Source: an optimization exercise on an open RTL-to-GDS flow (aim: small area, a short achievable clock period and few clock cycles). Production flows keep margins and buffers that such runs may drop.
Where RTL was checked, it was by simulation tests only, not by an equivalence proof against the original.

==> try-yarrow: inputs <==
Design fc3_classify, start of the top module:
module fc3_classify #(
  parameter int N_IN    = 84,
  parameter int N_OUT   = 10,
  parameter int DW      = 16,
  parameter int WW      = 8,
  parameter int ACC_W   = 32,
  parameter int B_SHIFT = 8,
  parameter int RD_LAT  = 2
) (
  input  logic                  clk,
  input  logic                  rst_n,
  input  logic                  start,
  output logic [6:0]            f7_raddr,
  input  logic [DW-1:0]         f7_rdata,
  output logic [6:0]            w_raddr,
  input  logic [N_OUT*WW-1:0]   w_rdata,
  input  logic [N_OUT*16-1:0]   bias,
  output logic                  busy,
  output logic                  done,
  output logic [3:0]            class_out,
  output logic [ACC_W-1:0]      max_score
);
==> module fc3_classify, before the edit <==
module fc3_classify #(
  parameter int N_IN    = 84,
  parameter int N_OUT   = 10,
  parameter int DW      = 16,
  parameter int WW      = 8,
  parameter int ACC_W   = 32,
  parameter int B_SHIFT = 8,
  parameter int RD_LAT  = 2
) (
  input  logic                  clk,
  input  logic                  rst_n,
  input  logic                  start,
  output logic [6:0]            f7_raddr,
  input  logic [DW-1:0]         f7_rdata,
  output logic [6:0]            w_raddr,
  input  logic [N_OUT*WW-1:0]   w_rdata,
  input  logic [N_OUT*16-1:0]   bias,
  output logic                  busy,
  output logic                  done,
  output logic [3:0]            class_out,
  output logic [ACC_W-1:0]      max_score
);
  localparam int AW = 30;
  logic       run_q;
  logic [6:0] addr_q;
  logic [2:0] vld_q;       
  logic       fl_q, done_q;
  logic [4:0] arg_q;       
  logic [4:0] st;          
  logic       start_acc, fetch, pend, sa;
  logic [N_OUT-1:0] pend_l;
  assign start_acc = start & ~run_q;
  assign fetch     = start_acc | (addr_q != 7'd0);
  assign pend      = |pend_l;
  assign sa        = fl_q & ~pend;
  assign st        = {arg_q[3:0], sa};
  always_ff @(posedge clk or negedge rst_n) begin
    if (!rst_n) begin
      run_q  <= 1'b0;
      addr_q <= '0;
      vld_q  <= '0;
      fl_q   <= 1'b0;
      arg_q  <= '0;
      done_q <= 1'b0;
    end else begin
      run_q  <= start_acc | (run_q & ~arg_q[4]);
      addr_q <= (fetch && addr_q != 7'(N_IN-1)) ? addr_q + 7'd1 : 7'd0;
      vld_q  <= {vld_q[1:0], fetch};
      fl_q   <= (vld_q[2] & ~vld_q[1]) | (fl_q & pend);
      arg_q  <= st;
      done_q <= arg_q[4];
    end
  end
  logic [DW-1:0] gx;
  logic [17:0]   gx3;
  logic [DW-1:0] x_q;
  logic [17:0]   x3_q;
  assign gx  = vld_q[1] ? f7_rdata : '0;
  assign gx3 = {{2{gx[DW-1]}}, gx} + {gx[DW-1], gx, 1'b0};
  always_ff @(posedge clk) begin
    x_q  <= gx;
    x3_q <= gx3;
  end
  logic [AW-1:0] acc_q [N_OUT];
  for (genvar j = 0; j < N_OUT; j++) begin : g_lane
    logic [WW-1:0]   w;
    logic [11:0]     sel_d, sel_q;
    logic [AW-1:0]   bias_ext;
    assign w = w_rdata[j*WW +: WW];
    for (genvar i = 0; i < 3; i++) begin : g_dig
      assign sel_d[3*i]   = ~w[2*i+1] &  w[2*i];    
      assign sel_d[3*i+1] =  w[2*i+1] & ~w[2*i];    
      assign sel_d[3*i+2] =  w[2*i+1] &  w[2*i];    
    end
    assign sel_d[9]  = w[6];                        
    assign sel_d[10] = w[7] & ~w[6];                
    assign sel_d[11] = w[7] & vld_q[1];             
    always_ff @(posedge clk) sel_q <= sel_d;
    assign bias_ext = {{(AW-16-B_SHIFT){bias[j*16+15]}}, bias[j*16 +: 16], {B_SHIFT{1'b0}}};
    fc3_mac u_mac (
      .clk  (clk),
      .load (start_acc),
      .v    (vld_q[2]),
      .x    (x_q),
      .x3   (x3_q),
      .sel  (sel_q),
      .init (bias_ext),
      .acc  (acc_q[j]),
      .pend (pend_l[j])
    );
  end
  function automatic logic gt(input logic [AW-1:0] b, input logic [AW-1:0] a);
    gt = $signed(b) > $signed(a);
  endfunction
  logic [AW-1:0] ca, cb, ca_q, cb_q, score_q;
  logic [3:0]    class_q;
  logic [2:0]    step;
  logic          g_ab, g_a, g_b;
  always_comb begin
    ca = '0;
    cb = '0;
    for (int t = 0; t < 5; t++) begin
      ca = ca | (acc_q[2*t]   & {AW{st[t]}});
      cb = cb | (acc_q[2*t+1] & {AW{st[t]}});
    end
  end
  always_ff @(posedge clk) begin
    ca_q <= ca;
    cb_q <= cb;
  end
  assign step = {arg_q[4], arg_q[2] | arg_q[3], arg_q[1] | arg_q[3]};
  assign g_ab = gt(cb_q, ca_q);
  assign g_a  = arg_q[0] | gt(ca_q, score_q);
  assign g_b  = arg_q[0] | gt(cb_q, score_q);
  always_ff @(posedge clk) begin
    if (g_ab ? g_b : g_a) begin
      score_q <= g_ab ? cb_q : ca_q;
      class_q <= {step, g_ab};
    end
  end
  assign f7_raddr  = addr_q;
  assign w_raddr   = addr_q;
  assign busy      = run_q;
  assign done      = done_q;
  assign class_out = class_q;
  assign max_score = {{(ACC_W-AW){score_q[AW-1]}}, score_q};
endmodule
Settings: LEC_CHECK=0, CAP_MARGIN=20, CORE_MARGIN=2, CORE_UTILIZATION=40, SETUP_SLACK_MARGIN=5, SLEW_MARGIN=20; clock period 10.0 ns.
standard.sh (not shown) runs the stock make flow with config.mk's settings and CLKGATE_MAP_FILE= SYNTH_SCRIPT=/design/flow/synth_recipe.tcl, a recipe that flattens the netlist after the stock synthesis.
==> flow/flow/run.sh <==
#!/bin/bash
set -euo pipefail
bash standard.sh SETUP_SLACK_MARGIN=6.3 finish > standard_flow.log 2>&1
==> try-violet (differences from try-yarrow) <==
--- a/flow/design.v
+++ b/flow/design.v
@@ -91,5 +91,5 @@
   end
   function automatic logic gt(input logic [AW-1:0] b, input logic [AW-1:0] a);
-    gt = $signed(b) > $signed(a);
+    gt = {~b[AW-1], b[AW-2:0]} > {~a[AW-1], a[AW-2:0]};    
   endfunction
   logic [AW-1:0] ca, cb, ca_q, cb_q, score_q;
==> flow_metrics.tcl <==
set metrics [dict create \
    status "complete, no violations" \
    r2r_setup_slack_ns 5.88 \
    synth_cells 6241 \
    path_buf_inv 3 \
    synth_common_cells "1064 x inv_1, 571 x fa_1, 562 x dfxtp_1" \
    nNetsFinal 7830 \
    multi_input_area_um2 39500 \
    dr.pass1.iters 13 \
    yosys.area_share.simple_pct 7.72 \
    worst_clock_skew_ns 0.0320 \
    synth_mux_area_share_pct 0.0376 \
]
# the run above: try-yarrow

==> flow_metrics.tcl <==
set metrics [dict create \
    status "complete, no violations" \
    multi_input_area_um2 39400 \
    yosys.area_share.simple_pct 7.66 \
    synth_common_cells "1062 x inv_1, 571 x fa_1, 562 x dfxtp_1" \
    nNetsFinal 7794 \
    synth_mux_area_share_pct 0.559 \
    r2r_setup_slack_ns 6.06 \
    path_buf_inv 4 \
    worst_clock_skew_ns 0.0366 \
    dr.pass1.iters 15 \
]
# the run above: try-violet

Testbench counts of try-violet, summed over its fixed seeds: cycles 18,133.
For try-yarrow, only the layout was checked, not whether the RTL still works.

what the ideal ports hide:
The flow's constraints put no driver on any port. The routed layouts listed below were extracted and timed again, unchanged, in two steps. Step 1 (the two cells are an assumption about what drives the block):
set clk [get_ports {clk}]
set_driving_cell -lib_cell sky130_fd_sc_hd__clkbuf_16 $clk
set_driving_cell -lib_cell sky130_fd_sc_hd__buf_2 [delete_from_list [all_inputs] $clk]
Step 2 also shifts input and output timing later by t, the mid clock arrival at the registers, as if the neighbouring blocks saw the same clock. Slacks: no drivers / after step 1 / after step 2; pairs: no drivers / after step 1.
run	shift t [ns]	setup slack, ns	latest minus earliest clock arrival (ns)	slew at the worst register clock pin (ns)	pins driven straight from the clock port
try-yarrow	0.778	5.878 / 5.878 / 5.478	0.033 / 0.033	0.07 / 0.07	1
try-violet	0.773	6.057 / 6.057 / 5.487	0.037 / 0.038	0.07 / 0.07	1
After both steps setup and hold are still met in every run listed. For try-violet, which loses most, drivers alone change the setup slack by 0.000 ns; drivers and shift together by -0.570 ns.
